This design comes from an exercise in tuning for small area, a short achievable clock period and few clock cycles per item on the open sky130 flow, not from production work. RTL that was checked went through simulation tests only; none was proved equivalent to the original. Power is estimated from default activity; no workload was simulated.

the baseline:
## ep_filter_stream
module ep_filter_stream #(
  parameter int unsigned PIX_W = 8,
  parameter int unsigned WIN   = 3,
  parameter int unsigned WGT_W = 4
) (
  input  logic                     clk,
  input  logic                     rst_n,
  input  logic                     in_valid,
  output logic                     in_ready,
  input  logic [WIN*WIN*PIX_W-1:0] in_win,
  input  logic                     in_sof,
  input  logic                     in_eol,
  input  logic [3:0]               thr_shift,
  input  logic                     bypass,
  output logic                     out_valid,
  input  logic                     out_ready,
  output logic [PIX_W-1:0]         out_pix,
  output logic                     out_sof,
  output logic                     out_eol
);
Size: ~3,600 cells after synthesis, ~540 flip-flops, roughly 95 I/O pins, about 0.033 mm² of cells after synthesis.
Settings: LEC_CHECK=0, ABC_AREA=1, CAP_MARGIN=20, CORE_MARGIN=2, CORE_UTILIZATION=40, CTS_BUF_LIST=sky130_fd_sc_hd__clkbuf_8, CTS_CLUSTER_DIAMETER=50, CTS_CLUSTER_SIZE=16, SETUP_SLACK_MARGIN=2.0, SLEW_MARGIN=20, SYNTH_HIERARCHICAL=1; clock period 5.0 ns.
run.sh (not shown) runs the stock make flow with config.mk's settings and CLKGATE_MAP_FILE= SYNTH_SCRIPT=/design/flow/synth_recipe.tcl, a recipe that flattens the netlist after the stock synthesis.
Testbench counts of the baseline, summed over its fixed seeds: cycles 16,064, items 16,000.
Changes in the candidate relative to the baseline:
diff --git a/flow/design.v b/flow/design.v
--- a/flow/design.v
+++ b/flow/design.v
@@ -1929,53 +1929,63 @@
       dv_s7 <= dv_s6;
       dv3_s7 <= dv3_s6;
       rem_s7 <= rem_c936;
       nq_s7 <= nq_c937;
   end
   assign tr_939 = {rem_s7, nq_s7[7:6]};
   assign ta_940 = {1'b0, tr_939} - {3'b0, dv_s7};
   assign tb_941 = {1'b0, tr_939} - {2'b0, dv_s7, 1'b0};
   assign tc_942 = {1'b0, tr_939} - {2'b0, dv3_s7};
   assign nq_c942 = {nq_s7[5:0], ~tb_941[10], (~ta_940[10] & tb_941[10]) | ~tc_942[10]};
-  logic             take;
-  logic [4-1:0]  owed;
-  logic [8-1:0] wr_oh, rd_oh;
-  logic             fifo_ne;
-  logic [9:0]       fifo_mem [8];
-  logic [9:0]       fifo_out;
-  assign take     = out_valid & out_ready;
+  logic              take;
+  logic [4-1:0]   owed;
+  logic [7-1:0] wr_oh, rd_oh;
+  logic [3-1:0]  held;
+  logic [9:0]        fifo_mem [7];
+  logic [9:0]        fifo_out;
+  logic [9:0]        res;
+  logic              load, from_fifo, to_fifo;
+  logic              oq_valid;
+  logic [9:0]        oq;
+  assign res      = {sof_s7, eol_s7, nq_c942};
+  assign take     = oq_valid & out_ready;
   assign in_ready = (owed != 4'd8) | take;
   always_ff @(posedge clk or negedge rst_n) begin
     if (!rst_n) begin
       owed <= '0;
     end else if ((in_valid & in_ready) != take) begin
       owed <= take ? owed - 1'b1 : owed + 1'b1;
     end
   end
-  logic [4-1:0] held;
+  assign load      = ~oq_valid | out_ready;
+  assign from_fifo = load & (held != '0);
+  assign to_fifo   = vld_s7 & ~(load & (held == '0));
   always_ff @(posedge clk or negedge rst_n) begin
     if (!rst_n) begin
-      wr_oh <= 8'd1;
-      rd_oh <= 8'd1;
-      held  <= '0;
+      wr_oh    <= 7'd1;
+      rd_oh    <= 7'd1;
+      held     <= '0;
+      oq_valid <= 1'b0;
     end else begin
-      if (vld_s7) wr_oh <= {wr_oh[8-2:0], wr_oh[8-1]};
-      if (take) rd_oh <= {rd_oh[8-2:0], rd_oh[8-1]};
-      if (vld_s7 != take) held <= take ? held - 1'b1 : held + 1'b1;
+      if (to_fifo) wr_oh <= {wr_oh[7-2:0], wr_oh[7-1]};
+      if (from_fifo) rd_oh <= {rd_oh[7-2:0], rd_oh[7-1]};
+      if (to_fifo != from_fifo) held <= from_fifo ? held - 1'b1 : held + 1'b1;
+      if (load) oq_valid <= (held != '0) | vld_s7;
     end
   end
   always_ff @(posedge clk) begin
-    for (int i = 0; i < 8; i++) begin
-      if (vld_s7 && wr_oh[i]) fifo_mem[i] <= {sof_s7, eol_s7, nq_c942};
+    for (int i = 0; i < 7; i++) begin
+      if (to_fifo && wr_oh[i]) fifo_mem[i] <= res;
     end
+    if (load) oq <= (held != '0) ? fifo_out : res;
   end
   always_comb begin
     fifo_out = '0;
-    for (int i = 0; i < 8; i++) begin
+    for (int i = 0; i < 7; i++) begin
       fifo_out = fifo_out | (fifo_mem[i] & {10{rd_oh[i]}});
     end
   end
-  assign out_valid = (held != '0);
-  assign out_sof   = fifo_out[9];
-  assign out_eol   = fifo_out[8];
-  assign out_pix   = fifo_out[7:0];
+  assign out_valid = oq_valid;
+  assign out_sof   = oq[9];
+  assign out_eol   = oq[8];
+  assign out_pix   = oq[7:0];
 endmodule
Notes after the runs:
- | post-layout worst setup margin | the candidate vs the baseline | 0.11 ns higher |
- Total via count in the routed design: the candidate < the baseline
- Cell total after placement: the candidate vs the baseline — no meaningful difference
- Going from the baseline to the candidate, clock network fraction of total power rose by 0.4 points; via count of the first global-routing pass fell by 159; starting density of the core stayed essentially flat; fraction of the mapped netlist area in simple logic gates fell by 0.36 points.
- The candidate and the baseline ended up with roughly the same clock input transition at the sequential cells of the worst setup and hold paths.
- Cell area essentially unchanged between the candidate and the baseline.
- Final worst hold slack essentially unchanged between the baseline and the candidate.
The RTL of the candidate was laid out without a check of its function.

-- separate check: timing with driven ports --
No port has a modelled driver above. Below, the same layouts with a new extraction and two added sets of constraints. Step 1 (the two cells are an assumption about what drives the block):
set clk [get_ports {clk}]
set_driving_cell -lib_cell sky130_fd_sc_hd__clkbuf_16 $clk
set_driving_cell -lib_cell sky130_fd_sc_hd__buf_2 [delete_from_list [all_inputs] $clk]
Step 2 adds t to the input delays and takes it off the output delays; t is the mean of the earliest and latest rising clock arrival at the registers after step 1. Input paths then give back, and output paths get back, about the clock's delay inside the block. a / b / c = ideal / step 1 / step 2; a / b = the first two.
run | t, ns | slack for setup (ns) | worst setup path at the end
the baseline | 0.750 | 1.927 / 1.868 / 1.397 | input to register
the candidate | 0.747 | 2.040 / 2.018 / 1.346 | input to register
After both steps every run listed still meets setup and hold. The setup slack of the candidate, which loses most, moves by -0.022 ns with the drivers and by -0.694 ns with both steps.
